Context: an optimization exercise on an open-source flow, tuned for small area, a short achievable clock period and few clock cycles. The choices shown serve that exercise and are no tape-out recipe. At most, simulation tests tie the RTL to the original design; equivalence was not proved. The RTL of runs 2 to 5 was laid out without a check of its function.

### run.sh
#!/bin/bash
# synth_recipe.tcl (not shown) runs the flow's synth.tcl, then flattens the netlist and writes it again
# the make line also repeats each setting of config.mk as NAME=value (left out here)
make -C /OpenROAD-flow-scripts/flow DESIGN_CONFIG=/design/flow/config.mk WORK_HOME=/design/flow/orfs CLKGATE_MAP_FILE= SYNTH_SCRIPT=/design/flow/synth_recipe.tcl finish
### config.mk
export PLATFORM = sky130hd
export DESIGN_NAME = piecewise_linear_pixel_map_top
export DESIGN_NICKNAME = piecewise_linear_pixel_map_top
export VERILOG_FILES = /design/flow/design.v
export SDC_FILE = /design/flow/constraint.sdc
export NUM_CORES = 4
export LEC_CHECK = 0
export CAP_MARGIN = 20
export CORE_MARGIN = 2
export CORE_UTILIZATION = 55
export CTS_CLUSTER_DIAMETER = 100
export CTS_CLUSTER_SIZE = 20
export SETUP_SLACK_MARGIN = 4.8
export SLEW_MARGIN = 20
### constraint.sdc
create_clock -name core_clock -period 8.5 [get_ports {clk}]
set_input_delay 1.7000 -clock core_clock [delete_from_list [all_inputs] [get_ports {clk}]]
set_output_delay 1.7000 -clock core_clock [all_outputs]
set_load 0.01 [all_outputs]
### design.v
`default_nettype none
package plpm_pkg;
	localparam int PIX_W      = 8;
	localparam int PT_W       = 16;
	localparam int REG_POINTS = 6;
	localparam int CNT_W      = 3;
	localparam int IDX_W      = 3;
	localparam logic [PIX_W-1:0] START_POS   = 8'd0;
	localparam logic [PIX_W-1:0] START_LEVEL = 8'd1;
	localparam logic [PIX_W-1:0] END_POS     = 8'd255;
	localparam logic [PIX_W-1:0] END_LEVEL   = 8'd254;
	localparam logic [IDX_W-1:0] REG_COUNT      = 3'd0;
	localparam logic [IDX_W-1:0] REG_POINT0     = 3'd1;
	localparam logic [IDX_W-1:0] REG_POINT_LAST = 3'd6;
endpackage
`default_nettype wire
`default_nettype none
import plpm_pkg::*;
module plpm_queue #(
	parameter int DEPTH = 10
) (
	input  logic             clk,
	input  logic             arst_n,
	input  logic             push,
	input  logic [PIX_W-1:0] din,
	input  logic             pop,
	output logic             vld,
	output logic [PIX_W-1:0] dout
);
	logic [DEPTH-1:0]            full_q;    
	logic [DEPTH-1:0][PIX_W-1:0] ent_q;
	assign vld  = full_q[0];
	assign dout = ent_q[0];
	always_ff @(posedge clk or negedge arst_n) begin
		if (!arst_n) begin
			full_q <= '0;
		end else if (push && !pop) begin
			full_q <= {full_q[DEPTH-2:0], 1'b1};
		end else if (pop && !push) begin
			full_q <= {1'b0, full_q[DEPTH-1:1]};
		end
	end
	always_ff @(posedge clk) begin
		for (int i = 0; i < DEPTH; i++) begin
			if (pop) begin
				if (i == DEPTH - 1) begin
					ent_q[i] <= din;
				end else if (push && !full_q[i+1]) begin
					ent_q[i] <= din;
				end else begin
					ent_q[i] <= ent_q[i+1];
				end
			end else if (push && !full_q[i] && (i == 0 || full_q[i-1])) begin
				ent_q[i] <= din;
			end
		end
	end
endmodule
`default_nettype wire
`default_nettype none
import plpm_pkg::*;
module plpm_datapath #(
	parameter int LAT = 7
) (
	input  logic                        clk,
	input  logic                        arst_n,
	input  logic                        in_vld,
	input  logic [PIX_W-1:0]            in_pix,
	input  logic [6:1]                  nv,
	input  logic [5:0][PIX_W-1:0]       ppos,
	input  logic [5:0][PIX_W-1:0]       plev,
	output logic                        out_vld,
	output logic [PIX_W-1:0]            out_pix
);
	logic [LAT:1] v_q;
	always_ff @(posedge clk or negedge arst_n) begin
		if (!arst_n) begin
			v_q <= '0;
		end else begin
			v_q <= {v_q[LAT-1:1], in_vld};
		end
	end
	assign out_vld = v_q[LAT];
	logic [PIX_W-1:0] b1, bl1, e1, el1;
	plpm_sel u_sel (.a(in_pix), .nv(nv), .ppos(ppos), .plev(plev), .b(b1), .bl(bl1), .e(e1), .el(el1));
	logic [PIX_W-1:0] a2_q, b2_q, bl2_q, e2_q, el2_q;
	always_ff @(posedge clk) begin
		a2_q  <= in_pix;
		b2_q  <= b1;
		bl2_q <= bl1;
		e2_q  <= e1;
		el2_q <= el1;
	end
	logic [PIX_W-1:0] t2, d2, m2, base2;
	plpm_seg u_seg (.a(a2_q), .b(b2_q), .bl(bl2_q), .e(e2_q), .el(el2_q),
		.t(t2), .d(d2), .m(m2), .base(base2));
	logic [PIX_W-1:0] t3_q, m3_q, d3_q, base3_q;
	always_ff @(posedge clk) begin
		t3_q    <= t2;
		m3_q    <= m2;
		d3_q    <= d2;
		base3_q <= base2;
	end
	logic [2*PIX_W-1:0] ys3, yc3;
	plpm_csa u_csa (.t(t3_q), .m(m3_q), .h(d3_q[PIX_W-1:1]), .s(ys3), .c(yc3));
	logic [2*PIX_W-1:0] ys4_q, yc4_q;
	logic [PIX_W-1:0]   d4_q, base4_q;
	always_ff @(posedge clk) begin
		ys4_q   <= ys3;
		yc4_q   <= yc3;
		d4_q    <= d3_q;
		base4_q <= base3_q;
	end
	logic [2*PIX_W-1:0] y5_q;
	logic [PIX_W-1:0]   d5_q, base5_q;
	logic [PIX_W+1:0]   dt5_q;
	always_ff @(posedge clk) begin
		y5_q    <= ys4_q + yc4_q;
		d5_q    <= d4_q;
		dt5_q   <= {2'b0, d4_q} + {1'b0, d4_q, 1'b0};
		base5_q <= base4_q;
	end
	logic [PIX_W-1:0] r_q  [6:8];
	logic [PIX_W-1:0] w_q  [6:8];
	logic [PIX_W-1:0] dv_q [6:8];
	logic [PIX_W+1:0] dt_q [6:8];
	logic [PIX_W-1:0] bs_q [6:8];
	logic [PIX_W-1:0] r_in  [5:7];
	logic [PIX_W-1:0] w_in  [5:7];
	logic [PIX_W-1:0] dv_in [5:7];
	logic [PIX_W+1:0] dt_in [5:7];
	logic [PIX_W-1:0] bs_in [5:7];
	always_comb begin
		r_in[5]  = y5_q[15:8];
		w_in[5]  = y5_q[7:0];
		dv_in[5] = d5_q;
		dt_in[5] = dt5_q;
		bs_in[5] = base5_q;
		for (int s = 6; s <= 7; s++) begin
			r_in[s]  = r_q[s];
			w_in[s]  = w_q[s];
			dv_in[s] = dv_q[s];
			dt_in[s] = dt_q[s];
			bs_in[s] = bs_q[s];
		end
	end
	for (genvar s = 5; s <= 7; s++) begin : g_div
		logic [PIX_W-1:0] rn;
		logic [1:0]       q;
		plpm_div4 u_d (.r(r_in[s]), .bits(w_in[s][7:6]), .d(dv_in[s]), .d3(dt_in[s]), .q(q), .rn(rn));
		always_ff @(posedge clk) begin
			r_q[s+1]  <= rn;
			w_q[s+1]  <= {w_in[s][5:0], q};
			dv_q[s+1] <= dv_in[s];
			dt_q[s+1] <= dt_in[s];
			bs_q[s+1] <= bs_in[s];
		end
	end
	logic [PIX_W-1:0] hi8;
	logic [1:0]       q8;
	logic [PIX_W-1:0] sum8 [4];
	plpm_div4q u_dq (.r(r_q[8]), .bits(w_q[8][7:6]), .d(dv_q[8]), .d3(dt_q[8]), .q(q8));
	always_comb begin
		hi8 = bs_q[8] + {w_q[8][5:0], 2'b00};
		for (int k = 0; k < 4; k++) sum8[k] = hi8 + PIX_W'(k);
	end
	assign out_pix = sum8[q8];
endmodule
module plpm_sel (
	input  logic [PIX_W-1:0]            a,
	input  logic [6:1]                  nv,
	input  logic [5:0][PIX_W-1:0]       ppos,
	input  logic [5:0][PIX_W-1:0]       plev,
	output logic [PIX_W-1:0]            b,
	output logic [PIX_W-1:0]            bl,
	output logic [PIX_W-1:0]            e,
	output logic [PIX_W-1:0]            el
);
	logic [5:0] ge, le;
	logic [6:0] cond, sel;
	logic       sel_end;
	always_comb begin
		for (int i = 0; i < 6; i++) begin
			ge[i] = (a >= ppos[i]);
			le[i] = (a <= ppos[i]);
		end
		cond[0] = !nv[1] || le[0];
		for (int k = 1; k < 6; k++) cond[k] = nv[k] && ge[k-1] && (!nv[k+1] || le[k]);
		cond[6] = nv[6] && ge[5];
		for (int k = 0; k <= 6; k++) begin
			sel[k] = cond[k];
			for (int k2 = k + 1; k2 <= 6; k2++) sel[k] = sel[k] && !cond[k2];
		end
		sel_end = sel[6];
		for (int k = 0; k < 6; k++) sel_end = sel_end || (sel[k] && !nv[k+1]);
		b  = '0;
		bl = {7'd0, sel[0]};
		e  = {PIX_W{sel_end}};
		el = {{(PIX_W-1){sel_end}}, 1'b0};
		for (int k = 1; k <= 6; k++) begin
			b  = b  | (ppos[k-1] & {PIX_W{sel[k]}});
			bl = bl | (plev[k-1] & {PIX_W{sel[k]}});
		end
		for (int k = 0; k < 6; k++) begin
			e  = e  | (ppos[k] & {PIX_W{sel[k] && nv[k+1]}});
			el = el | (plev[k] & {PIX_W{sel[k] && nv[k+1]}});
		end
	end
endmodule
module plpm_seg (
	input  logic [PIX_W-1:0] a,
	input  logic [PIX_W-1:0] b,
	input  logic [PIX_W-1:0] bl,
	input  logic [PIX_W-1:0] e,
	input  logic [PIX_W-1:0] el,
	output logic [PIX_W-1:0] t,
	output logic [PIX_W-1:0] d,
	output logic [PIX_W-1:0] m,
	output logic [PIX_W-1:0] base
);
	logic zero, neg;
	logic [PIX_W:0] dl;
	always_comb begin
		zero = (e == b);
		d    = (e - b) | {7'd0, zero};
		dl   = {1'b0, el} - {1'b0, bl};
		neg  = dl[PIX_W];
		m    = neg ? bl - el : dl[PIX_W-1:0];
		t    = neg ? e - a : a - b;
		base = (neg || zero) ? el : bl;
	end
endmodule
module plpm_csa (
	input  logic [PIX_W-1:0]   t,
	input  logic [PIX_W-1:0]   m,
	input  logic [PIX_W-2:0]   h,
	output logic [2*PIX_W-1:0] s,
	output logic [2*PIX_W-1:0] c
);
	localparam int W = 2 * PIX_W;
	logic [W-1:0] l0 [9];
	logic [W-1:0] l1 [6];
	logic [W-1:0] l2 [4];
	logic [W-1:0] l3 [3];
	function automatic logic [2*W-1:0] csa(input logic [W-1:0] x, input logic [W-1:0] y,
		input logic [W-1:0] z);
		logic [W-1:0] sum, cy;
		sum = x ^ y ^ z;
		cy  = ((x & y) | (x & z) | (y & z)) << 1;
		csa = {cy, sum};
	endfunction
	always_comb begin
		for (int j = 0; j < PIX_W; j++) l0[j] = W'(t & {PIX_W{m[j]}}) << j;
		l0[8] = W'(h);
		for (int g = 0; g < 3; g++) {l1[2*g+1], l1[2*g]} = csa(l0[3*g], l0[3*g+1], l0[3*g+2]);
		for (int g = 0; g < 2; g++) {l2[2*g+1], l2[2*g]} = csa(l1[3*g], l1[3*g+1], l1[3*g+2]);
		{l3[1], l3[0]} = csa(l2[0], l2[1], l2[2]);
		l3[2] = l2[3];
		{c, s} = csa(l3[0], l3[1], l3[2]);
	end
endmodule
module plpm_div4 (
	input  logic [PIX_W-1:0] r,
	input  logic [1:0]       bits,
	input  logic [PIX_W-1:0] d,
	input  logic [PIX_W+1:0] d3,
	output logic [1:0]       q,
	output logic [PIX_W-1:0] rn
);
	logic [PIX_W+1:0] z;
	logic [PIX_W+2:0] z1, z2, z3;
	always_comb begin
		z  = {r, bits};
		z1 = {1'b0, z} - {3'b0, d};
		z2 = {1'b0, z} - {2'b0, d, 1'b0};
		z3 = {1'b0, z} - {1'b0, d3};
		if (!z3[PIX_W+2]) begin
			q = 2'd3; rn = z3[PIX_W-1:0];
		end else if (!z2[PIX_W+2]) begin
			q = 2'd2; rn = z2[PIX_W-1:0];
		end else if (!z1[PIX_W+2]) begin
			q = 2'd1; rn = z1[PIX_W-1:0];
		end else begin
			q = 2'd0; rn = z[PIX_W-1:0];
		end
	end
endmodule
module plpm_div4q (
	input  logic [PIX_W-1:0] r,
	input  logic [1:0]       bits,
	input  logic [PIX_W-1:0] d,
	input  logic [PIX_W+1:0] d3,
	output logic [1:0]       q
);
	logic [PIX_W+1:0] z;
	logic             ge1, ge2, ge3;
	always_comb begin
		z   = {r, bits};
		ge1 = (z >= {2'b0, d});
		ge2 = (z >= {1'b0, d, 1'b0});
		ge3 = (z >= d3);
		q   = ge3 ? 2'd3 : ge2 ? 2'd2 : ge1 ? 2'd1 : 2'd0;
	end
endmodule
`default_nettype wire
`default_nettype none
import plpm_pkg::*;
module piecewise_linear_pixel_map_top (
	input  logic             clk,
	input  logic             arst_n,
	input  logic             s_tvalid,
	output logic             s_tready,
	input  logic [7:0]       s_tdata,     
	output logic             m_tvalid,
	input  logic             m_tready,
	output logic [7:0]       m_tdata,     
	input  logic             cfg_we,
	input  logic [IDX_W-1:0] cfg_addr,
	input  logic [PT_W-1:0]  cfg_wdata
);
	localparam int LAT   = 7;             
	localparam int QD    = LAT + 2;       
	localparam int CR_W  = $clog2(QD + 1);
	logic [6:1]       nv_q;               
	logic [5:0][PIX_W-1:0] ppos_q, plev_q;
	logic [PT_W-1:0]  cfg_d;
	assign cfg_d = cfg_wdata & {PT_W{arst_n}};
	always_ff @(posedge clk) begin
		if (!arst_n || (cfg_we && cfg_addr == REG_COUNT)) begin
			for (int j = 1; j <= 6; j++) nv_q[j] <= (cfg_d[CNT_W-1:0] >= CNT_W'(j));
		end
		for (int i = 0; i < 6; i++) begin
			if (!arst_n || (cfg_we && cfg_addr == IDX_W'(i + 1))) begin
				ppos_q[i] <= cfg_d[PT_W-1:PIX_W];
				plev_q[i] <= cfg_d[PIX_W-1:0];
			end
		end
	end
	logic              acc, pop, push;
	logic [PIX_W-1:0]  res;
	logic [CR_W-1:0]   cr_q, cr_d;
	logic              rdy_q;
	assign acc      = s_tvalid && rdy_q;
	assign s_tready = rdy_q;
	assign pop      = m_tvalid && m_tready;
	assign cr_d     = cr_q + CR_W'(acc) - CR_W'(pop);
	always_ff @(posedge clk or negedge arst_n) begin
		if (!arst_n) begin
			cr_q  <= '0;
			rdy_q <= 1'b0;
		end else begin
			cr_q  <= cr_d;
			rdy_q <= (cr_d < CR_W'(QD));
		end
	end
	plpm_datapath #(.LAT(LAT)) u_dp (
		.clk    (clk),
		.arst_n (arst_n),
		.in_vld (acc),
		.in_pix (s_tdata),
		.nv     (nv_q),
		.ppos   (ppos_q),
		.plev   (plev_q),
		.out_vld(push),
		.out_pix(res)
	);
	plpm_queue #(.DEPTH(QD)) u_q (
		.clk    (clk),
		.arst_n (arst_n),
		.push   (push),
		.din    (res),
		.pop    (pop),
		.vld    (m_tvalid),
		.dout   (m_tdata)
	);
endmodule
`default_nettype wire
==> out/results.tsv, run 1 <==
stage	metric	value	unit
status	status	complete, no violations	
sta	Slew Viols, Final	0	
cts	clock-pin slew on the worst setup and hold paths	0.09	ns
synth	asr flop ratio synth	4.403	%
sta	total negative setup slack	0	ns
setup_path	startpoint class of the critical path	input port	
floorplanning	die area	45570	sq um
floorplanning	floorplan row count	76	
route	DR iter-0 viols	1183	
synth	most frequent cell after synthesis	dfxtp_1	
route	Max Used Layer	met4	
global_routing	residual overflow from global routing	0	
cts	CTS Hold Bufs	0	
floorplanning	chip width	213.5	um
synth	top cells by count, synth	282 x dfxtp_1, 254 x inv_1, 246 x ha_1	
floorplanning	Starting Density	55.90	%
finish	Finished Cell Area	26380	sq um
global_routing	vias in the first global route	15680	
sta	RSZ-0062 raised after global routing	yes	
synth	Synth Flop Type	dfxtp_1	
placement	Detailed Place HPWL	39590	um
sta	Max-Slew Margin vs Limit	44.51	%
synth	Unique masters post-synth	85	
cts	clock root buffer	clkbuf_16	
synth	Post-Syn Area	24130	sq um
cts	Clock Latency Late Sink	0.57	ns
global_routing	largest net degree at the start of global routing	46	
sta	Hold Violations, Final	0	
setup_path	critical register-to-register path startpoint	u_dp.w_q[8][6]	
hold_path	Hold Crit Start	u_dp.bs_q[7][3]	
finish	Final Util	61.10	%
synth	syn_nets	2544	
hold_path	HP Class	flip-flop to flip-flop	
synth	area share of the largest cell type after synthesis	23.39	%
synth	Seq/Total Area, Yosys	47.22	%
synth	top cell type by total area after synthesis	dfxtp_1	
sta	final worst setup slack	4.846	ns
synth	Yosys warnings	35	
synth	Synth Instances	2206	
setup_path	R2R Setup Slk	4.88	ns
finish	Final Net Count	2597	
route	Detailed Route WL	53130	um
setup_path	Worst Path Max Fanout	16	
global_routing	total track usage	23.27	%
route	antenna-violating nets left	0	
cts	worst-case clock buffer depth	3	
setup_path	CP startpoint	s_tdata[6]	
global_routing	initial antenna violation count	2	
sta	worst slew pin tran	0.8293	ns
setup_path	CP required	8.97	ns
synth	Mapped Avg Cell Area	10.94	sq um
route	Residual DRC	0	
floorplanning	Ports	42	
cts	Num CTS Buffers	27	
floorplanning	die height	213.5	um
placement	routability cong.	0.8678	
sta	clk_skew	0.01926	ns
setup_path	Setup CP Type	input port to flip-flop	
setup_path	CP Capture Type	flip-flop	
finish	antenna cells	0	
finish	share of cells above drive strength 1	8.583	%
synth	Post-synth EDFFs	174	
flow_run	Max-Cap Viols	0	
route	vias per cell	5.534	
route	Avg WL per Cell	18.60	um
sta	endpoints failing setup	0	
cts	clock sink count	477	
sta	min Tclk post-route	3.654	ns
route	met2 WL	25100	um
route	met3 WL post-DR	2648	um
global_routing	global-route wire length before repair	82740	um
floorplanning	Core Region	43170	sq um
placement	dpl ws	2.213	ns
sta	Final period util	42.99	%
route	Metal-1 WL	24140	um
placement	port bufs	41	
sta	max frequency	273.7	MHz
setup_path	Arrival @ worst endpoint	4.12	ns
synth	dominant cells by area after synthesis	dfxtp_1 23%, edfxtp_1 22%, ha_1 13%, fa_1 5.0%, inv_1 4.0%	
finish	area grow syn2layout	9.301	%
cts	CTS tree	built	
cts	H-tree depth	1	
route	routed vias	15810	
route	first drt pass iteration count	5	
synth	number of synthesized register bits	477	
placement	placed cell areas	25160	sq um
## layout by cell type (no fill, tap or decap), types with 7 or more instances in the layout
master           synthesis  final
nor2_1                  93     93
nor3_1                  12     12
o21ai_1                  8     12
dfrtp_1                 21     21
a21boi_0                18     18
nand2_1                167    167
a221o_1                 31     31
nand2b_1                17     14
fa_1                    60     60
mux2_2                  36     34
o21ai_0                132    124
a22oi_1                 15      9
o21bai_1                 7      7
clkbuf_1                26     13
buf_4                   11     27
clkdlybuf4s50_1          0     32
dfxtp_1                282    281
a222oi_1                16     16
edfxtp_1               174    174
and2_1                  85     81
clkbuf_16                0     27
a21o_1                  29     29
a21oi_1                 81     80
mux2i_1                 54     54
nand3_1                 28     28
ha_1                   246    240
xnor2_1                 64     61
o21a_1                  25     24
inv_1                  254    251
nor2b_1                 30     30
nand4_1                 31     31
xor2_1                  23     22
## metal layers
layer | vias up | track usage [%]
li1 | 7777 | -
met1 | 7570 | 31.96
met2 | 393 | 39.18
met3 | 72 | 2.797
met4 | 0 | 6.202
met5 | - | 0
## logic make-up after synthesis
kind of cell | after synthesis | synth area share [%]
xor+xnor | 90 | 3.360
compound gates | 440 | 12.39
buf+inv | 309 | 5.169
fa+ha+maj | 306 | 17.73
mux | 92 | 4.013
flops | 477 | 47.22
simple gates | 492 | 10.12
## worst max-delay path, cell delays in order
cell and delay [ns]:
clkdlybuf4s15_2 0.28, ha_1 0.35, nand4_1 0.14, a211oi_2 0.35, o221ai_4 0.20, o211ai_4 0.20
nor2_4 0.07, buf_4 0.22, a221o_1 0.34, a221o_1 0.27
## registers in the layout (all words and copies together) (netlist names), 9 cells and up
signal      flops
u_dp.dv_q      24
u_dp.yc4_q     14
u_dp.r_q       24
u_dp.bs_q      24
u_dp.dt_q      27
u_q.full_q      9
u_dp.ys4_q     16
ppos_q         48
u_dp.w_q       24
u_q.ent_q      72
u_dp.y5_q      16
plev_q         48
u_dp.dt5_q      9
## path summary, 6_finish.rpt
check	end	cells after the start
hold / removal	u_dp.bs_q[8][3]	0
setup reg to reg	u_q.ent_q[15]	16
setup / recovery	u_dp.bl2_q[6]	10
max in group asynchronous	cr_q[2]	2
hold reg to reg	u_dp.bs_q[8][3]	0
min in group asynchronous	u_q.full_q[0]	2
## final cells by class
class / instances / area, sq um
clock buffers: 40 / 724.4
clock inverters: 2 / 13.76
fillers: 3631 / 16790
inverters: 255 / 963.4
multi-input cells: 1424 / 11870
flip-flops and latches: 477 / 11400
well taps: 585 / 732.0
repair buffers: 74 / 673.1
## repair_timing
item                                    CTS  global route
pin swaps                                24            30
gates resized for setup                  58            38
setup buffers                            14             5
endpoints found under the setup margin   58            65
gates cloned                              3             1
## metrics by stage
| step | std cells | hold slack [ns] |
|---|---|---|
| 2_1_floorplan | 2206 | 0.3096 |
| 3_3_place_gp | 2792 | 0.3096 |
| 3_5_place_dp | 2792 | 0.3121 |
| 4_1_cts | 2851 | 0.3275 |
| 5_1_grt | 2857 | 0.3315 |
| 6_report | 2857 | 0.3186 |
Testbench counts, summed over its fixed seeds: cycles 131,360.
==> run 2: changes to the inputs <==
--- a/design.v
+++ b/design.v
@@ -66,6 +66,9 @@
 	input  logic                        arst_n,
 	input  logic                        in_vld,
 	input  logic [PIX_W-1:0]            in_pix,
+	input  logic                        pw_we,
+	input  logic [IDX_W-1:0]            pw_addr,
+	input  logic [PT_W-1:0]             pw_data,
 	input  logic [6:1]                  nv,
 	input  logic [5:0][PIX_W-1:0]       ppos,
 	input  logic [5:0][PIX_W-1:0]       plev,
@@ -81,18 +84,20 @@
 		end
 	end
 	assign out_vld = v_q[LAT];
-	logic [PIX_W-1:0] b1, bl1, e1, el1;
-	plpm_sel u_sel (.a(in_pix), .nv(nv), .ppos(ppos), .plev(plev), .b(b1), .bl(bl1), .e(e1), .el(el1));
-	logic [PIX_W-1:0] a2_q, b2_q, bl2_q, e2_q, el2_q;
+	logic [6:0] sel1;
+	plpm_pick u_pick (.a(in_pix), .pw_we(pw_we), .pw_addr(pw_addr), .pw_data(pw_data),
+		.nv(nv), .ppos(ppos), .sel(sel1));
+	logic [PIX_W-1:0] a2_q;
+	logic [6:0]       sel2_q;
 	always_ff @(posedge clk) begin
-		a2_q  <= in_pix;
-		b2_q  <= b1;
-		bl2_q <= bl1;
-		e2_q  <= e1;
-		el2_q <= el1;
+		a2_q   <= in_pix;
+		sel2_q <= sel1;
 	end
+	logic [PIX_W-1:0] b2, bl2, e2, el2;
+	plpm_ends u_ends (.sel(sel2_q), .nv(nv), .ppos(ppos), .plev(plev),
+		.b(b2), .bl(bl2), .e(e2), .el(el2));
 	logic [PIX_W-1:0] t2, d2, m2, base2;
-	plpm_seg u_seg (.a(a2_q), .b(b2_q), .bl(bl2_q), .e(e2_q), .el(el2_q),
+	plpm_seg u_seg (.a(a2_q), .b(b2), .bl(bl2), .e(e2), .el(el2),
 		.t(t2), .d(d2), .m(m2), .base(base2));
 	logic [PIX_W-1:0] t3_q, m3_q, d3_q, base3_q;
 	always_ff @(posedge clk) begin
@@ -166,31 +171,55 @@
 	end
 	assign out_pix = sum8[q8];
 endmodule
-module plpm_sel (
+module plpm_pick (
 	input  logic [PIX_W-1:0]            a,
+	input  logic                        pw_we,
+	input  logic [IDX_W-1:0]            pw_addr,
+	input  logic [PT_W-1:0]             pw_data,
 	input  logic [6:1]                  nv,
 	input  logic [5:0][PIX_W-1:0]       ppos,
-	input  logic [5:0][PIX_W-1:0]       plev,
-	output logic [PIX_W-1:0]            b,
-	output logic [PIX_W-1:0]            bl,
-	output logic [PIX_W-1:0]            e,
-	output logic [PIX_W-1:0]            el
+	output logic [6:0]                  sel
 );
 	logic [5:0] ge, le;
-	logic [6:0] cond, sel;
-	logic       sel_end;
+	logic       ge_w, le_w;
+	logic [6:1] nve;
+	logic [6:0] cond;
 	always_comb begin
+		ge_w = (a >= pw_data[PT_W-1:PIX_W]);
+		le_w = (a <= pw_data[PT_W-1:PIX_W]);
 		for (int i = 0; i < 6; i++) begin
-			ge[i] = (a >= ppos[i]);
-			le[i] = (a <= ppos[i]);
+			if (pw_we && pw_addr == IDX_W'(i + 1)) begin
+				ge[i] = ge_w;
+				le[i] = le_w;
+			end else begin
+				ge[i] = (a >= ppos[i]);
+				le[i] = (a <= ppos[i]);
+			end
+		end
+		for (int j = 1; j <= 6; j++) begin
+			nve[j] = (pw_we && pw_addr == REG_COUNT) ? (pw_data[CNT_W-1:0] >= CNT_W'(j)) : nv[j];
 		end
-		cond[0] = !nv[1] || le[0];
-		for (int k = 1; k < 6; k++) cond[k] = nv[k] && ge[k-1] && (!nv[k+1] || le[k]);
-		cond[6] = nv[6] && ge[5];
+		cond[0] = !nve[1] || le[0];
+		for (int k = 1; k < 6; k++) cond[k] = nve[k] && ge[k-1] && (!nve[k+1] || le[k]);
+		cond[6] = nve[6] && ge[5];
 		for (int k = 0; k <= 6; k++) begin
 			sel[k] = cond[k];
 			for (int k2 = k + 1; k2 <= 6; k2++) sel[k] = sel[k] && !cond[k2];
 		end
+	end
+endmodule
+module plpm_ends (
+	input  logic [6:0]                  sel,
+	input  logic [6:1]                  nv,
+	input  logic [5:0][PIX_W-1:0]       ppos,
+	input  logic [5:0][PIX_W-1:0]       plev,
+	output logic [PIX_W-1:0]            b,
+	output logic [PIX_W-1:0]            bl,
+	output logic [PIX_W-1:0]            e,
+	output logic [PIX_W-1:0]            el
+);
+	logic sel_end;
+	always_comb begin
 		sel_end = sel[6];
 		for (int k = 0; k < 6; k++) sel_end = sel_end || (sel[k] && !nv[k+1]);
 		b  = '0;
@@ -321,16 +350,30 @@
 	localparam int LAT   = 7;             
 	localparam int QD    = LAT + 2;       
 	localparam int CR_W  = $clog2(QD + 1);
+	logic             pw_we;
+	logic [IDX_W-1:0] pw_addr;
+	logic [PT_W-1:0]  pw_data;
 	logic [6:1]       nv_q;               
 	logic [5:0][PIX_W-1:0] ppos_q, plev_q;
 	logic [PT_W-1:0]  cfg_d;
-	assign cfg_d = cfg_wdata & {PT_W{arst_n}};
+	always_ff @(posedge clk or negedge arst_n) begin
+		if (!arst_n) begin
+			pw_we <= 1'b0;
+		end else begin
+			pw_we <= cfg_we;
+		end
+	end
+	always_ff @(posedge clk) begin
+		pw_addr <= cfg_addr;
+		pw_data <= cfg_wdata;
+	end
+	assign cfg_d = pw_data & {PT_W{arst_n}};
 	always_ff @(posedge clk) begin
-		if (!arst_n || (cfg_we && cfg_addr == REG_COUNT)) begin
+		if (!arst_n || (pw_we && pw_addr == REG_COUNT)) begin
 			for (int j = 1; j <= 6; j++) nv_q[j] <= (cfg_d[CNT_W-1:0] >= CNT_W'(j));
 		end
 		for (int i = 0; i < 6; i++) begin
-			if (!arst_n || (cfg_we && cfg_addr == IDX_W'(i + 1))) begin
+			if (!arst_n || (pw_we && pw_addr == IDX_W'(i + 1))) begin
 				ppos_q[i] <= cfg_d[PT_W-1:PIX_W];
 				plev_q[i] <= cfg_d[PIX_W-1:0];
 			end
@@ -358,6 +401,9 @@
 		.arst_n (arst_n),
 		.in_vld (acc),
 		.in_pix (s_tdata),
+		.pw_we  (pw_we),
+		.pw_addr(pw_addr),
+		.pw_data(pw_data),
 		.nv     (nv_q),
 		.ppos   (ppos_q),
 		.plev   (plev_q),
--- a/config.mk
+++ b/config.mk
@@ -10,5 +10,5 @@
 export CORE_UTILIZATION = 55
 export CTS_CLUSTER_DIAMETER = 100
 export CTS_CLUSTER_SIZE = 20
-export SETUP_SLACK_MARGIN = 4.8
+export SETUP_SLACK_MARGIN = 5.0
 export SLEW_MARGIN = 20
==> run 2 against run 1 <==
Compared with the run above:
- still clean
- hold slack hardly changed
- critical path depth is 6 higher
- area after synthesis is 0.65% higher
- worst setup slack better by 0.022 ns
- routed wire length is 4.7% higher
- fmax is 0.61% higher
- count of clock-buffer cells in the layout stayed put
- die area is 0.64% higher
- sequential share of layout area is 1.3 points lower
- final cell count is 3.4% higher
- global-route usage is 0.55 points higher
- critical path type is now flip-flop to flip-flop
- largest cell class unchanged
==> out/results.tsv, run 2 <==
stage	metric	value	unit	change
global_routing	largest net degree at the start of global routing	48		was 46
placement	port bufs	41		unchanged
synth	asr flop ratio synth	4.661	%	was 4.403%
synth	Mapped Avg Cell Area	10.62	sq um	was 10.94 sq um
floorplanning	Core Region	43360	sq um	was 43170 sq um
cts	Num CTS Buffers	27		unchanged
route	antenna-violating nets left	0		unchanged
finish	fillers	3618		was 3631
finish	register with the most flip-flops	u_q.ent_q		unchanged
sta	endpoints failing setup	0		unchanged
finish	Finished Cell Area	27000	sq um	was 26380 sq um
sta	Final period util	42.73	%	was 42.99%
finish	commonest non-fill, non-tap cell in the layout	dfxtp_1		unchanged
sta	clk_skew	0.04164	ns	was 0.01926 ns
setup_path	CP Capture Type	flip-flop		unchanged
synth	syn_nets	2632		was 2544
sta	min Tclk post-route	3.632	ns	was 3.654 ns
route	DR iter-0 viols	1193		was 1183
synth	top cell type by total area after synthesis	dfxtp_1		unchanged
setup_path	Critical Path Max Stage Delay	0.39	ns	was 0.35 ns
setup_path	slowest CP cell	edfxtp_1		was ha_1
finish	area grow syn2layout	11.18	%	was 9.301%
synth	Synth Flop Type	dfxtp_1		unchanged
cts	Clock Latency Late Sink	0.60	ns	was 0.57 ns
floorplanning	die area	45860	sq um	was 45570 sq um
synth	dominant cells by area after synthesis	dfxtp_1 23%, edfxtp_1 22%, ha_1 13%, fa_1 4.9%, inv_1 4.0%		was dfxtp_1 23%, edfxtp_1 22%, ha_1 13%, fa_1 5.0%, inv_1 4.0%
global_routing	most congested layer reported by global routing	met2		unchanged
synth	Post-Syn Area	24290	sq um	was 24130 sq um
route	routed vias	16550		was 15810
setup_path	Worst Path Max Fanout	8		was 16
synth	Seq/Total Area, Yosys	46.53	%	was 47.22%
synth	area share of the largest cell type after synthesis	22.75	%	was 23.39%
global_routing	total track usage	23.82	%	was 23.27%
finish	antenna cells	0		unchanged
finish	Final Net Count	2702		was 2597
cts	worst-case clock buffer depth	3		unchanged
placement	placed cell areas	25330	sq um	was 25160 sq um
synth	Post-synth EDFFs	174		unchanged
route	Avg WL per Cell	18.82	um	was 18.60 um
route	vias per cell	5.601		was 5.534
floorplanning	floorplan row count	76		unchanged
finish	Reg area	11330	sq um	was 11400 sq um
global_routing	global-route wire length before repair	88080	um	was 82740 um
sta	Max-Slew Margin vs Limit	26.56	%	was 44.51%
global_routing	residual overflow from global routing	0		unchanged
cts	clock sink count	472		was 477
synth	Unique masters post-synth	78		was 85
setup_path	startpoint class of the critical path	flip-flop		was input port
synth	Yosys warnings	36		was 35
setup_path	CP required	8.95	ns	was 8.97 ns
global_routing	vias in the first global route	16490		was 15680
cts	clock-pin slew on the worst setup and hold paths	0.09	ns	about the same
status	status	complete, no violations		unchanged
setup_path	Arrival @ worst endpoint	4.08	ns	was 4.12 ns
sta	max frequency	275.3	MHz	was 273.7 MHz
hold_path	HP Class	flip-flop to flip-flop		unchanged
finish	share of cells above drive strength 1	9.536	%	was 8.583%
cts	CTS tree	built		unchanged
finish	Multi-input gate area	12370	sq um	was 11870 sq um
setup_path	crit-path cells	inv_1, a222oi_1, and3_4, nand4_1, inv_1, ha_1, a21o_1, nand4_1, nand2_2, o31ai_4, buf_12, mux2_4, and2_4, a311oi_4, o31ai_2, xor2_1		was clkdlybuf4s15_2, ha_1, nand4_1, a211oi_2, o221ai_4, o211ai_4, nor2_4, buf_4, a221o_1, a221o_1
synth	top cells by count, synth	276 x dfxtp_1, 256 x inv_1, 253 x ha_1		was 282 x dfxtp_1, 254 x inv_1, 246 x ha_1
setup_path	Setup CP Type	flip-flop to flip-flop		was input port to flip-flop
floorplanning	die height	214.2	um	was 213.5 um
sta	total negative setup slack	0	ns	unchanged
placement	Detailed Place HPWL	41110	um	was 39590 um
global_routing	met3 usage	2.993	%	was 2.797%
floorplanning	Starting Density	56.02	%	was 55.90%
global_routing	M1 GR Usage	34.31	%	was 31.96%
route	Residual DRC	0		unchanged
finish	most frequent cells in the layout	265 x dfxtp_1, 251 x inv_1, 239 x ha_1		was 281 x dfxtp_1, 251 x inv_1, 240 x ha_1
placement	routability cong.	0.9181		was 0.8678
finish	Largest register FFs	72		unchanged
global_routing	initial antenna violation count	1		was 2
synth	most frequent cell after synthesis	dfxtp_1		unchanged
cts	H-tree depth	1		unchanged
cts	clock root buffer	clkbuf_16		unchanged
floorplanning	Ports	42		unchanged
sta	worst slew pin tran	1.099	ns	was 0.8293 ns
sta	Hold Violations, Final	0		unchanged
finish	biggest registers after layout	u_q.ent_q x72, plev_q x48, ppos_q x48		unchanged
floorplanning	chip width	214.2	um	was 213.5 um
route	Detailed Route WL	55620	um	was 53130 um
cts	CTS Hold Bufs	0		unchanged
route	first drt pass iteration count	6		was 5
synth	Synth Instances	2287		was 2206
sta	RSZ-0062 raised after global routing	yes		unchanged
sta	Slew Viols, Final	0		unchanged
global_routing	grt met2 use	38.44	%	was 39.18%
flow_run	Max-Cap Viols	0		unchanged
synth	number of synthesized register bits	472		was 477
-- run 2: path summary, 6_finish.rpt --
kind / start / to / slack (ns) / cells past startpoint
min reg2reg: u_dp.base3_q[6] / u_dp.base4_q[6] / 0.32 / 0
min in group asynchronous: arst_n / u_q.full_q[3] / 1.17 / 2
min: u_dp.base3_q[6] / u_dp.base4_q[6] / 0.32 / 0
max reg2reg: nv_q[1] / u_dp.m3_q[7] / 4.87 / 16
max: nv_q[1] / u_dp.m3_q[7] / 4.87 / 16
max in group asynchronous: arst_n / u_q.full_q[6] / 6.97 / 2
-- run 2: layer usage --
layer	wire length, um	vias up
met5	0	-
met4	1231	0
met3	3121	85
met2	25240	459
met1	26020	7929
li1	-	8078
-- run 2: cell families after synthesis --
family,share of synthesized area [%]
AO/OA/AOI/OAI,13.23
XOR/XNOR,3.472
flip-flops,46.53
AND/OR/NAND/NOR,10.87
adder cells (fa/ha/maj),17.98
multiplexers,2.880
buffers and inverters,5.043
-- run 2: timing repair --
item,in CTS,in global routing
gates cloned,2,2
pin swaps,23,33
setup endpoints to repair,95,59
resized for setup,92,54
setup buffers,31,19
-- run 2: area by class of cell --
cell class	count	area share (%)
timing repair buffer	96	3.151
clock buffer	40	2.720
inverter	258	3.609
clock inverter	2	0.06487
tap	585	2.710
multi-input combinational	1502	45.79
sequential	472	41.95
-- run 2: critical path: cells and delay by family, from the launching register on --
kind	cells	cell delay [ns]
AOI/OAI and AO/OA	5	1.21
and+or+nand+nor	5	0.77
adders and majority gates	1	0.32
buffers and inverters	3	0.34
xor gates and xnor gates	1	0.14
DFF	1	0.39
muxes	1	0.31
-- run 2: through the flow --
step                      hold WS (ns)  util [%]  setup slack [ns]  instances
after floorplan                 0.3096         -             4.921       2287
after global placement          0.3102     58.41             3.642       2859
after detailed placement        0.3121     58.41             3.529       2859
after CTS                       0.3222     61.34             4.887       2934
after global routing            0.3291     62.28             4.674       2955
final                           0.3181     62.28             4.868       2955
==> run 3: changes to the inputs <==
--- a/config.mk
+++ b/config.mk
@@ -10,5 +10,5 @@
 export CORE_UTILIZATION = 55
 export CTS_CLUSTER_DIAMETER = 100
 export CTS_CLUSTER_SIZE = 20
-export SETUP_SLACK_MARGIN = 5.0
+export SETUP_SLACK_MARGIN = 4.8
 export SLEW_MARGIN = 20
==> run 3 against run 2 <==
Compared with the run above:
- synthesized cell count stayed put
- global-route usage is 0.45 points lower
- count of clock-buffer cells in the layout decreased by 1
- hold slack got worse by 0.015 ns
==> out/results.tsv, run 3 <==
stage	metric	value	unit	change
route	vias per cell	5.578		was 5.601
finish	Multi-input gate area	12140	sq um	was 12370 sq um
synth	dominant cells by area after synthesis	dfxtp_1 23%, edfxtp_1 22%, ha_1 13%, fa_1 4.9%, inv_1 4.0%		unchanged
route	antenna-violating nets left	0		unchanged
global_routing	global-route wire length before repair	86480	um	was 88080 um
synth	number of synthesized register bits	472		unchanged
finish	register with the most flip-flops	u_q.ent_q		unchanged
cts	H-tree depth	1		unchanged
placement	port bufs	41		unchanged
route	Avg WL per Cell	18.44	um	was 18.82 um
finish	Final Net Count	2690		was 2702
finish	final std cells w/o fill	2942		was 2955
synth	top cell type by total area after synthesis	dfxtp_1		unchanged
cts	CTS tree	built		unchanged
floorplanning	die area	45860	sq um	unchanged
global_routing	total track usage	23.37	%	was 23.82%
sta	Max-Slew Margin vs Limit	29.00	%	was 26.56%
finish	fillers	3601		was 3618
cts	Clock Latency Late Sink	0.60	ns	about the same
floorplanning	Starting Density	56.02	%	unchanged
sta	min Tclk post-route	3.844	ns	was 3.632 ns
sta	clk_skew	0.04493	ns	was 0.04164 ns
setup_path	R2R Setup Slk	4.66	ns	was 4.87 ns
global_routing	vias in the first global route	16180		was 16490
sta	worst slew pin tran	1.062	ns	was 1.099 ns
cts	clock-pin slew on the worst setup and hold paths	0.10	ns	was 0.09 ns
synth	Yosys warnings	36		unchanged
sta	Final period util	45.22	%	was 42.73%
global_routing	met3 usage	3.177	%	was 2.993%
synth	syn_nets	2632		unchanged
synth	most frequent cell after synthesis	dfxtp_1		unchanged
cts	clock root buffer	clkbuf_16		unchanged
cts	worst-case clock buffer depth	3		unchanged
setup_path	Buf/Inv on CP	2		was 3
global_routing	largest net degree at the start of global routing	48		unchanged
sta	endpoints failing setup	0		unchanged
route	first drt pass iteration count	7		was 6
route	DR iter-0 viols	1214		was 1193
finish	antenna cells	0		unchanged
finish	area grow syn2layout	9.648	%	was 11.18%
setup_path	slowest CP cell	edfxtp_1		unchanged
synth	asr flop ratio synth	4.661	%	unchanged
setup_path	Setup CP Type	flip-flop to flip-flop		unchanged
finish	Largest register FFs	72		unchanged
sta	Hold Violations, Final	0		unchanged
synth	area share of the largest cell type after synthesis	22.75	%	unchanged
placement	DP Cell Count	2859		unchanged
floorplanning	die height	214.2	um	unchanged
setup_path	CP Capture Type	flip-flop		unchanged
setup_path	CP required	8.94	ns	was 8.95 ns
sta	total negative setup slack	0	ns	unchanged
sta	RSZ-0062 raised after global routing	yes		unchanged
synth	Synth Flop Type	dfxtp_1		unchanged
hold_path	HP Class	flip-flop to flip-flop		unchanged
finish	share of cells above drive strength 1	7.552	%	was 9.536%
global_routing	residual overflow from global routing	0		unchanged
setup_path	Critical Path Max Stage Delay	0.43	ns	was 0.39 ns
cts	Num CTS Buffers	27		unchanged
synth	Synth Instances	2287		unchanged
floorplanning	chip width	214.2	um	unchanged
synth	top cells by count, synth	276 x dfxtp_1, 256 x inv_1, 253 x ha_1		unchanged
setup_path	startpoint class of the critical path	flip-flop		unchanged
finish	Reg area	11320	sq um	was 11330 sq um
synth	Unique masters post-synth	78		unchanged
synth	Mapped Avg Cell Area	10.62	sq um	unchanged
finish	most frequent cells in the layout	269 x dfxtp_1, 251 x inv_1, 246 x ha_1		was 265 x dfxtp_1, 251 x inv_1, 239 x ha_1
synth	Post-Syn Area	24290	sq um	unchanged
floorplanning	floorplan row count	76		unchanged
global_routing	most congested layer reported by global routing	met2		unchanged
finish	biggest registers after layout	u_q.ent_q x72, plev_q x48, ppos_q x48		unchanged
setup_path	critical path's top delay family	compound AO/OA/AOI/OAI gates		unchanged
synth	Seq/Total Area, Yosys	46.53	%	unchanged
flow_run	Max-Cap Viols	0		unchanged
floorplanning	Ports	42		unchanged
setup_path	Worst Path Max Fanout	5		was 8
floorplanning	Core Region	43360	sq um	unchanged
sta	max frequency	260.2	MHz	was 275.3 MHz
route	routed vias	16410		was 16550
cts	CTS Hold Bufs	0		unchanged
global_routing	grt met2 use	37.68	%	was 38.44%
status	status	complete, no violations		unchanged
route	Residual DRC	0		unchanged
placement	Detailed Place HPWL	40420	um	was 41110 um
finish	commonest non-fill, non-tap cell in the layout	dfxtp_1		unchanged
route	Detailed Route WL	54250	um	was 55620 um
cts	clock sink count	472		unchanged
setup_path	crit-path cells	and2_4, a22oi_2, nand2_1, a221oi_2, ha_2, inv_2, fa_2, a21o_1, nand4_1, nand2_2, o31ai_4, buf_6, mux2i_1, a221o_1, a311oi_2, o31ai_1, xor2_1		was inv_1, a222oi_1, and3_4, nand4_1, inv_1, ha_1, a21o_1, nand4_1, nand2_2, o31ai_4, buf_12, mux2_4, and2_4, a311oi_4, o31ai_2, xor2_1
global_routing	initial antenna violation count	0		was 1
sta	Slew Viols, Final	0		unchanged
setup_path	Arrival @ worst endpoint	4.29	ns	was 4.08 ns
synth	Post-synth EDFFs	174		unchanged
global_routing	M1 GR Usage	33.41	%	was 34.31%
placement	routability cong.	0.9057		was 0.9181
[run 3: final cells by class]
class                           instances  share of cell area (%)
Clock buffer                           39                   2.706
Clock inverter                          2                 0.06577
Inverter                              258                   3.646
Multi-Input combinational cell       1501                   45.57
Sequential cell                       472                   42.50
Tap cell                              585                   2.748
Timing Repair Buffer                   85                   2.758
[run 3: cell families (layout without fill, tap and decap cells)]
kind of cell,Yosys count,after routing,share of synthesized area (%)
buffers and inverters,317,384,5.043
xor gates and xnor gates,92,94,3.472
muxes,67,67,2.880
and+or+nand+nor,532,532,10.87
adders and majority gates,313,313,17.98
AOI/OAI and AO/OA,494,495,13.23
DFF,472,472,46.53
[run 3: layer usage]
layer	share of wire, %	up-vias	routed length, um
li1	-	8049	-
met1	46	7758	25020
met2	46	504	24690
met3	5.9	99	3174
met4	2.5	0	1368
met5	0	-	0
[run 3: per-stage QoR]
step,hold slack (ns),area [sq um],util (%),setup slack (ns)
3_3_place_gp,0.3120,25240,58.20,3.543
3_5_place_dp,0.3121,25240,58.20,3.444
6_report,0.3033,26630,61.42,4.656
2_1_floorplan,0.3096,24310,-,4.795
4_1_cts,0.3204,26240,60.52,4.737
5_1_grt,0.3310,26630,61.42,4.547
[run 3: final timing paths]
| check | from | to | cells after the start |
|---|---|---|---|
| max in group asynchronous | arst_n | pw_we | 2 |
| min in group asynchronous | arst_n | rdy_q | 2 |
| worst min register to register | u_dp.bs_q[6][6] | u_dp.bs_q[7][6] | 0 |
| worst max-delay path | nv_q[5] | u_dp.m3_q[7] | 17 |
| worst min-delay path | u_dp.bs_q[6][6] | u_dp.bs_q[7][6] | 0 |
| worst max register to register | nv_q[5] | u_dp.m3_q[7] | 17 |
[run 3: repair_timing]
| action | 4_1_cts | 5_1_grt |
|---|---|---|
| endpoints found under the setup margin | 93 | 65 |
| pin swaps | 8 | 31 |
| setup buffers | 19 | 20 |
| cloned | 2 | 1 |
| gates resized for setup | 50 | 50 |
==> run 4: changes to the inputs <==
--- a/design.v
+++ b/design.v
@@ -60,7 +60,7 @@
 `default_nettype none
 import plpm_pkg::*;
 module plpm_datapath #(
-	parameter int LAT = 7
+	parameter int LAT = 6
 ) (
 	input  logic                        clk,
 	input  logic                        arst_n,
@@ -110,37 +110,25 @@
 	plpm_csa u_csa (.t(t3_q), .m(m3_q), .h(d3_q[PIX_W-1:1]), .s(ys3), .c(yc3));
 	logic [2*PIX_W-1:0] ys4_q, yc4_q;
 	logic [PIX_W-1:0]   d4_q, base4_q;
+	logic [PIX_W+1:0]   dt4_q;
 	always_ff @(posedge clk) begin
 		ys4_q   <= ys3;
 		yc4_q   <= yc3;
 		d4_q    <= d3_q;
+		dt4_q   <= {2'b0, d3_q} + {1'b0, d3_q, 1'b0};
 		base4_q <= base3_q;
 	end
-	logic [2*PIX_W-1:0] y5_q;
-	logic [PIX_W-1:0]   d5_q, base5_q;
-	logic [PIX_W+1:0]   dt5_q;
-	always_ff @(posedge clk) begin
-		y5_q    <= ys4_q + yc4_q;
-		d5_q    <= d4_q;
-		dt5_q   <= {2'b0, d4_q} + {1'b0, d4_q, 1'b0};
-		base5_q <= base4_q;
-	end
 	logic [PIX_W-1:0] r_q  [6:8];
 	logic [PIX_W-1:0] w_q  [6:8];
 	logic [PIX_W-1:0] dv_q [6:8];
 	logic [PIX_W+1:0] dt_q [6:8];
 	logic [PIX_W-1:0] bs_q [6:8];
-	logic [PIX_W-1:0] r_in  [5:7];
-	logic [PIX_W-1:0] w_in  [5:7];
-	logic [PIX_W-1:0] dv_in [5:7];
-	logic [PIX_W+1:0] dt_in [5:7];
-	logic [PIX_W-1:0] bs_in [5:7];
+	logic [PIX_W-1:0] r_in  [6:7];
+	logic [PIX_W-1:0] w_in  [6:7];
+	logic [PIX_W-1:0] dv_in [6:7];
+	logic [PIX_W+1:0] dt_in [6:7];
+	logic [PIX_W-1:0] bs_in [6:7];
 	always_comb begin
-		r_in[5]  = y5_q[15:8];
-		w_in[5]  = y5_q[7:0];
-		dv_in[5] = d5_q;
-		dt_in[5] = dt5_q;
-		bs_in[5] = base5_q;
 		for (int s = 6; s <= 7; s++) begin
 			r_in[s]  = r_q[s];
 			w_in[s]  = w_q[s];
@@ -149,7 +137,22 @@
 			bs_in[s] = bs_q[s];
 		end
 	end
-	for (genvar s = 5; s <= 7; s++) begin : g_div
+	begin : g_div0
+		logic [PIX_W-1:0] rn;
+		logic [1:0]       q;
+		logic [6:0]       lo;
+		assign lo = {1'b0, ys4_q[5:0]} + {1'b0, yc4_q[5:0]};
+		plpm_div4cs u_d (.zs(ys4_q[15:6]), .zc(yc4_q[15:6]), .cin(lo[6]), .d(d4_q), .d3(dt4_q),
+			.q(q), .rn(rn));
+		always_ff @(posedge clk) begin
+			r_q[6]  <= rn;
+			w_q[6]  <= {lo[5:0], q};
+			dv_q[6] <= d4_q;
+			dt_q[6] <= dt4_q;
+			bs_q[6] <= base4_q;
+		end
+	end
+	for (genvar s = 6; s <= 7; s++) begin : g_div
 		logic [PIX_W-1:0] rn;
 		logic [1:0]       q;
 		plpm_div4 u_d (.r(r_in[s]), .bits(w_in[s][7:6]), .d(dv_in[s]), .d3(dt_in[s]), .q(q), .rn(rn));
@@ -331,6 +334,41 @@
 		q   = ge3 ? 2'd3 : ge2 ? 2'd2 : ge1 ? 2'd1 : 2'd0;
 	end
 endmodule
+module plpm_div4cs (
+	input  logic [PIX_W+1:0] zs,
+	input  logic [PIX_W+1:0] zc,
+	input  logic             cin,
+	input  logic [PIX_W-1:0] d,
+	input  logic [PIX_W+1:0] d3,
+	output logic [1:0]       q,
+	output logic [PIX_W-1:0] rn
+);
+	localparam int W = PIX_W + 4;
+	logic [W-1:0] z0, z1, z2, z3;
+	function automatic logic [W-1:0] sub3(input logic [W-1:0] a, input logic [W-1:0] b,
+		input logic c0, input logic [W-1:0] k);
+		logic [W-1:0] x, sm, cy;
+		x  = ~k;
+		sm = a ^ b ^ x;
+		cy = {((a & b) | (a & x) | (b & x)), c0};
+		sub3 = sm + cy[W-1:0] + W'(1);
+	endfunction
+	always_comb begin
+		z0 = W'(zs) + W'(zc) + W'(cin);
+		z1 = sub3(W'(zs), W'(zc), cin, W'(d));
+		z2 = sub3(W'(zs), W'(zc), cin, W'({d, 1'b0}));
+		z3 = sub3(W'(zs), W'(zc), cin, W'(d3));
+		if (!z3[W-1]) begin
+			q = 2'd3; rn = z3[PIX_W-1:0];
+		end else if (!z2[W-1]) begin
+			q = 2'd2; rn = z2[PIX_W-1:0];
+		end else if (!z1[W-1]) begin
+			q = 2'd1; rn = z1[PIX_W-1:0];
+		end else begin
+			q = 2'd0; rn = z0[PIX_W-1:0];
+		end
+	end
+endmodule
 `default_nettype wire
 `default_nettype none
 import plpm_pkg::*;
@@ -347,7 +385,7 @@
 	input  logic [IDX_W-1:0] cfg_addr,
 	input  logic [PT_W-1:0]  cfg_wdata
 );
-	localparam int LAT   = 7;             
+	localparam int LAT   = 6;             
 	localparam int QD    = LAT + 2;       
 	localparam int CR_W  = $clog2(QD + 1);
 	logic             pw_we;
==> run 4 against run 3 <==
Compared with the run above:
- still clean on timing, DRC and antenna
- synthesized cell count is 1.5% lower
- highest routed layer unchanged
- utilization shrank 0.79 points
- area after synthesis down 0.71%
- register-to-register slack improved by 0.18 ns
- final cell count down 1.8%
- largest cell class unchanged
==> out/results.tsv, run 4 <==
stage	metric	value	unit	change
sta	Hold Violations, Final	0		unchanged
synth	Post-synth EDFFs	166		was 174
finish	share of cells above drive strength 1	8.069	%	was 7.552%
route	Residual DRC	0		unchanged
finish	final std cells w/o fill	2890		was 2942
finish	area grow syn2layout	8.529	%	was 9.648%
route	Avg WL per Cell	19.10	um	was 18.44 um
finish	commonest non-fill, non-tap cell in the layout	inv_1		was dfxtp_1
sta	Max-Slew Margin vs Limit	32.24	%	was 29.00%
synth	Seq/Total Area, Yosys	43.00	%	was 46.53%
synth	dominant cells by area after synthesis	edfxtp_1 21%, dfxtp_1 20%, ha_1 13%, fa_1 7.2%, inv_1 4.7%		was dfxtp_1 23%, edfxtp_1 22%, ha_1 13%, fa_1 4.9%, inv_1 4.0%
setup_path	Worst Path Max Fanout	18		was 5
synth	Post-Syn Area	24120	sq um	was 24290 sq um
cts	clock sink count	430		was 472
setup_path	CP Capture Type	flip-flop		unchanged
finish	antenna cells	0		unchanged
route	routed vias	16360		was 16410
route	DR iter-0 viols	1221		was 1214
cts	Num CTS Buffers	25		was 27
synth	most frequent cell after synthesis	inv_1		was dfxtp_1
cts	clock root buffer	clkbuf_16		unchanged
setup_path	R2R depth	12		was 17
floorplanning	die area	45540	sq um	was 45860 sq um
finish	biggest registers after layout	u_q.ent_q x64, plev_q x48, ppos_q x48		was u_q.ent_q x72, plev_q x48, ppos_q x48
floorplanning	Core Region	43170	sq um	was 43360 sq um
placement	routability cong.	0.8994		was 0.9057
finish	register with the most flip-flops	u_q.ent_q		unchanged
status	status	complete, no violations		unchanged
setup_path	startpoint class of the critical path	flip-flop		unchanged
setup_path	reg2reg end	u_dp.m3_q[7]		unchanged
sta	endpoints failing setup	0		unchanged
floorplanning	chip width	213.4	um	was 214.2 um
route	vias per cell	5.662		was 5.578
cts	H-tree depth	1		unchanged
synth	Mapped Avg Cell Area	10.71	sq um	was 10.62 sq um
sta	RSZ-0062 raised after global routing	yes		unchanged
global_routing	largest net degree at the start of global routing	46		was 48
cts	Clock Latency Late Sink	0.60	ns	about the same
flow_run	Max-Cap Viols	0		unchanged
cts	worst-case clock buffer depth	3		unchanged
placement	DP Cell Count	2826		was 2859
route	first drt pass iteration count	6		was 7
synth	top cell type by total area after synthesis	edfxtp_1		was dfxtp_1
synth	number of synthesized register bits	430		was 472
hold_path	Hold Crit Start	u_dp.base3_q[4]		was u_dp.bs_q[6][6]
sta	clk_skew	0.04991	ns	was 0.04493 ns
setup_path	CP required	8.98	ns	was 8.94 ns
setup_path	R2R Setup Slk	4.84	ns	was 4.66 ns
finish	Final Net Count	2670		was 2690
sta	worst slew pin tran	1.014	ns	was 1.062 ns
synth	area share of the largest cell type after synthesis	20.67	%	was 22.75%
sta	final worst setup slack	4.840	ns	was 4.656 ns
sta	total negative setup slack	0	ns	unchanged
route	met3 WL post-DR	3013	um	was 3174 um
global_routing	total track usage	24.48	%	was 23.37%
route	Max Used Layer	met4		unchanged
hold_path	HP Class	flip-flop to flip-flop		unchanged
sta	Slew Viols, Final	0		unchanged
setup_path	Arrival @ worst endpoint	4.14	ns	was 4.29 ns
placement	Detailed Place HPWL	42330	um	was 40420 um
synth	asr flop ratio synth	4.651	%	was 4.661%
synth	Synth Instances	2252		was 2287
floorplanning	Starting Density	55.87	%	was 56.02%
global_routing	initial antenna violation count	3		was 0
synth	syn_nets	2629		was 2632
setup_path	Setup CP Type	flip-flop to flip-flop		unchanged
setup_path	crit-path cells	a222oi_1, and3_4, nand4_1, fa_1, a21oi_2, o2111ai_2, and2_4, mux2_1, a21oi_2, o311ai_2, a31oi_1, xnor2_1		was and2_4, a22oi_2, nand2_1, a221oi_2, ha_2, inv_2, fa_2, a21o_1, nand4_1, nand2_2, o31ai_4, buf_6, mux2i_1, a221o_1, a311oi_2, o31ai_1, xor2_1
cts	CTS Hold Bufs	0		unchanged
sta	Final period util	43.06	%	was 45.22%
finish	most frequent cells in the layout	299 x inv_1, 257 x ha_1, 236 x dfxtp_1		was 269 x dfxtp_1, 251 x inv_1, 246 x ha_1
placement	port bufs	41		unchanged
route	antenna-violating nets left	0		unchanged
global_routing	vias in the first global route	16060		was 16180
floorplanning	die height	213.4	um	was 214.2 um
finish	Largest register FFs	64		was 72
synth	Synth Flop Type	dfxtp_1		unchanged
placement	dpl ws	3.463	ns	was 3.444 ns
cts	clock-pin slew on the worst setup and hold paths	0.09	ns	was 0.10 ns
hold_path	hold path depth	0		unchanged
floorplanning	Ports	42		unchanged
setup_path	cell mode on critical path	a21oi_2		
floorplanning	floorplan row count	76		unchanged
global_routing	global-route wire length before repair	87040	um	was 86480 um
global_routing	residual overflow from global routing	0		unchanged
hold_path	Hold EP	u_dp.base4_q[4]		was u_dp.bs_q[7][6]
setup_path	critical register-to-register path startpoint	u_dp.sel2_q[4]		was nv_q[5]
synth	top cells by count, synth	301 x inv_1, 258 x ha_1, 244 x dfxtp_1		was 276 x dfxtp_1, 256 x inv_1, 253 x ha_1
synth	Unique masters post-synth	94		was 78
synth	Yosys warnings	37		was 36
route	met2 WL	25280	um	was 24690 um
sta	min Tclk post-route	3.660	ns	was 3.844 ns
sta	max frequency	273.2	MHz	was 260.2 MHz
setup_path	slowest CP cell	fa_1		was edfxtp_1
finish	fillers	3660		was 3601
cts	CTS tree	built		unchanged
route	Detailed Route WL	55190	um	was 54250 um
route	Metal-1 WL	25770	um	was 25020 um
setup_path	Critical Path Max Stage Delay	0.52	ns	was 0.43 ns
run 4: cell types whose count changed in the layout (fill, tap and decap cells not counted), sizes merged, moves of 13 or more:
cell and delta:
mux2i -13, inv +46, o211ai +15, fa +27, mux2 +23, o21ai -42, buf -18, nand2 -46
dfxtp -32, nor2 -14
run 4: kinds of logic after synthesis:
| family | after synthesis | share of synthesized area (%) |
|---|---|---|
| flip-flops | 430 | 43.00 |
| adder cells (fa/ha/maj) | 345 | 20.61 |
| AND/OR/NAND/NOR | 490 | 10.58 |
| multiplexers | 77 | 3.434 |
| XOR/XNOR | 82 | 3.102 |
| buffers and inverters | 358 | 5.836 |
| AO/OA/AOI/OAI | 470 | 13.45 |
run 4: worst max-delay path, delay by kind of cell (launching register included):
family | cells | cell delay [ns]
flip-flops | 1 | 0.45
XOR/XNOR | 1 | 0.14
multiplexers | 1 | 0.32
AND/OR/NAND/NOR | 3 | 0.74
AO/OA/AOI/OAI | 6 | 1.37
adder cells (fa/ha/maj) | 1 | 0.52
run 4: per-layer routing:
| layer | up-vias | global-route usage [%] |
|---|---|---|
| met2 | 483 | 39.87 |
| li1 | 7919 | - |
| met3 | 79 | 2.490 |
| met4 | 0 | 5.603 |
| met5 | - | 0 |
| met1 | 7882 | 35.47 |
run 4: through the flow:
stage	utilization [%]	area [sq um]	hold WS [ns]
global placement	57.93	25010	0.3104
floorplan	-	24120	0.3096
global route	60.63	26180	0.3219
finish	60.63	26180	0.3005
detailed placement	57.93	25010	0.3121
CTS	59.87	25840	0.3035
run 4: worst max path at each step:
stage | endpoint | slack (ns) | startpoint | cells after the start
after floorplan | u_dp.sel2_q[2] | 4.86 | s_tdata[1] | 8
after global placement | u_dp.sel2_q[2] | 3.47 | s_tdata[1] | 9
after detailed placement | u_dp.sel2_q[2] | 3.46 | s_tdata[1] | 9
after CTS | u_dp.m3_q[7] | 4.76 | nv_q[6] | 15
after global routing | u_dp.m3_q[7] | 4.69 | nv_q[1] | 16
final | u_dp.m3_q[7] | 4.84 | u_dp.sel2_q[4] | 12
run 4: final cells by class:
type / count / area [sq um] / share of cell area, %
Multi-Input combinational cell: 1464 / 12550 / 47.96
Sequential cell: 430 / 10390 / 39.69
Inverter: 303 / 1137 / 4.345
Tap cell: 585 / 732.0 / 2.796
Clock buffer: 37 / 680.7 / 2.600
Timing Repair Buffer: 69 / 651.9 / 2.490
Clock inverter: 2 / 28.78 / 0.1099
run 4: repair_timing:
item,4_1_cts,5_1_grt
setup endpoints to repair,37,40
cloned,0,0
resized for setup,46,31
endpoints found under the hold margin,0,0
setup buffers,2,23
pin swaps,2,10
==> run 5: changes to the inputs <==
--- a/config.mk
+++ b/config.mk
@@ -10,5 +10,5 @@
 export CORE_UTILIZATION = 55
 export CTS_CLUSTER_DIAMETER = 100
 export CTS_CLUSTER_SIZE = 20
-export SETUP_SLACK_MARGIN = 4.8
+export SETUP_SLACK_MARGIN = 4.65
 export SLEW_MARGIN = 20
==> run 5 against run 4 <==
Compared with the run above:
- still clean
- sequential cell count unchanged
- non-clock buffer count is 14 lower
- final cell count decreased by 0.48%
- count of clock-buffer cells in the layout unchanged
- hold slack got worse by 0.0015 ns
- first-iteration DRC count is essentially flat
- critical path type unchanged
- largest cell class unchanged
==> out/results.tsv, run 5 <==
stage	metric	value	unit	change
floorplanning	chip width	213.4	um	unchanged
cts	clock-pin slew on the worst setup and hold paths	0.09	ns	about the same
sta	hold_ws	0.2990	ns	was 0.3005 ns
setup_path	startpoint class of the critical path	flip-flop		unchanged
floorplanning	die area	45540	sq um	unchanged
synth	most frequent cell after synthesis	inv_1		unchanged
synth	syn_nets	2629		unchanged
setup_path	CP required	8.94	ns	was 8.98 ns
finish	biggest registers after layout	u_q.ent_q x64, plev_q x48, ppos_q x48		unchanged
finish	Largest register FFs	64		unchanged
synth	Post-synth EDFFs	166		unchanged
synth	asr flop ratio synth	4.651	%	unchanged
synth	number of synthesized register bits	430		unchanged
route	antenna-violating nets left	0		unchanged
finish	commonest non-fill, non-tap cell in the layout	inv_1		unchanged
sta	min Tclk post-route	3.809	ns	was 3.660 ns
setup_path	Worst Path Max Fanout	18		unchanged
finish	Final Util	60.18	%	was 60.63%
sta	Max-Slew Margin vs Limit	31.19	%	was 32.24%
global_routing	largest net degree at the start of global routing	46		unchanged
placement	routability cong.	0.8994		unchanged
synth	Mapped Avg Cell Area	10.71	sq um	unchanged
hold_path	HP Class	flip-flop to flip-flop		unchanged
placement	dpl ws	3.463	ns	unchanged
route	Residual DRC	0		unchanged
cts	H-tree depth	1		unchanged
synth	dominant cells by area after synthesis	edfxtp_1 21%, dfxtp_1 20%, ha_1 13%, fa_1 7.2%, inv_1 4.7%		unchanged
sta	max frequency	262.6	MHz	was 273.2 MHz
synth	top cells by count, synth	301 x inv_1, 258 x ha_1, 244 x dfxtp_1		unchanged
route	DR iter-0 viols	1222		was 1221
finish	antenna cells	0		unchanged
finish	Final Net Count	2656		was 2670
setup_path	CP Capture Type	flip-flop		unchanged
setup_path	Arrival @ worst endpoint	4.25	ns	was 4.14 ns
floorplanning	die height	213.4	um	unchanged
sta	Hold Violations, Final	0		unchanged
status	status	complete, no violations		unchanged
setup_path	R2R Setup Slk	4.69	ns	was 4.84 ns
floorplanning	floorplan row count	76		unchanged
synth	Yosys warnings	37		unchanged
global_routing	initial antenna violation count	3		unchanged
placement	Detailed Place HPWL	42330	um	unchanged
placement	port bufs	41		unchanged
synth	Unique masters post-synth	94		unchanged
global_routing	total track usage	24.41	%	was 24.48%
route	routed vias	16300		was 16360
run 5: cell types whose count changed in the layout (fill, tap and decap cells not counted), sizes merged:
cell	previous run	this run
buf	29	15
dlymetal6s2s	2	3
dlygate4sd2	4	2
clkdlybuf4s50	33	35
clkbuf	38	37
run 5: worst max-delay path, cell delays in order (launching register included):
cell,delay (ns)
dfxtp_2,0.47
and2_4,0.28
a22oi_1,0.19
nand2_1,0.12
a221oi_4,0.26
ha_1,0.21
inv_1,0.06
fa_1,0.41
a21oi_2,0.21
o2111ai_2,0.20
nand2_4,0.22
mux2i_1,0.26
a21oi_2,0.11
o311ai_2,0.33
a31oi_1,0.16
xnor2_1,0.15
run 5: kinds of logic after synthesis:
logic type	share of synthesized area, %
flops	43.00
xor+xnor	3.102
fa+ha+maj	20.61
compound gates	13.45
buf+inv	5.836
mux	3.434
simple gates	10.58
run 5: what timing repair did:
| item | 4_1_cts | 5_1_grt |
|---|---|---|
| setup buffers | 0 | 11 |
| pin swaps | 0 | 6 |
| endpoints found under the hold margin | 0 | 0 |
| setup endpoints to repair | 21 | 19 |
| hold buffers | 0 | 0 |
| gates resized for setup | 29 | 28 |
run 5: layout make-up:
type | count | area [sq um] | area share, %
Multi-Input combinational cell | 1464 | 12500 | 48.12
Sequential cell | 430 | 10390 | 39.97
Inverter | 303 | 1137 | 4.378
Tap cell | 585 | 732.0 | 2.817
Clock buffer | 37 | 680.7 | 2.620
Timing Repair Buffer | 55 | 515.5 | 1.984
Clock inverter | 2 | 28.78 | 0.1108
run 5: routing by layer:
| metal | share of wire (%) | track usage [%] | vias up |
|---|---|---|---|
| met5 | 0 | 0 | - |
| met4 | 2.0 | 5.580 | 0 |
| met3 | 5.1 | 2.490 | 73 |
| li1 | - | - | 7890 |
| met1 | 47 | 35.42 | 7860 |
| met2 | 46 | 39.69 | 475 |
run 5: metrics by stage:
step	area, sq um	instances
floorplan	24120	2252
global placement	25010	2826
detailed placement	25010	2826
CTS	25770	2865
global route	25980	2876
finish	25980	2876
run 5: final timing paths:
kind                                      start               to  depth (start not counted)
worst max-delay path             u_dp.sel2_q[5]     u_dp.m3_q[7]                         15
worst min-delay path            u_dp.base3_q[4]  u_dp.base4_q[4]                          0
worst max register to register   u_dp.sel2_q[5]     u_dp.m3_q[7]                         15
worst min register to register  u_dp.base3_q[4]  u_dp.base4_q[4]                          0
max in group asynchronous                arst_n          cr_q[2]                          2
min in group asynchronous                arst_n    u_q.full_q[0]                          2

what the ideal ports hide:
No port has a modelled driver above. Below, the same layouts with a new extraction and two added sets of constraints. Step 1 (the two cells are an assumption about what drives the block):
set clk [get_ports {clk}]
set_driving_cell -lib_cell sky130_fd_sc_hd__clkbuf_16 $clk
set_driving_cell -lib_cell sky130_fd_sc_hd__buf_2 [delete_from_list [all_inputs] $clk]
Step 2 moves the port delays by t, midway between the first and last clock arrival at a register: inputs arrive t later, outputs are due t later. That takes back most of the time a late clock gives input paths. a / b / c = no drivers / after step 1 / after step 2; a / b = the first two.
| run | t, ns | setup WS [ns] | worst data-port slew with drivers (ns) |
|---|---|---|---|
| run 1 | 0.625 | 4.846 / 4.879 / 4.256 | 0.05 |
| run 2 | 0.635 | 4.868 / 4.868 / 4.392 | 0.05 |
| run 3 | 0.633 | 4.656 / 4.656 / 4.307 | 0.05 |
| run 4 | 0.631 | 4.840 / 4.840 / 4.314 | 0.04 |
| run 5 | 0.629 | 4.691 / 4.691 / 4.142 | 0.04 |
After both steps every run listed still meets setup and hold. For run 1, which loses most, drivers alone change the setup slack by +0.033 ns; drivers and shift together by -0.590 ns.
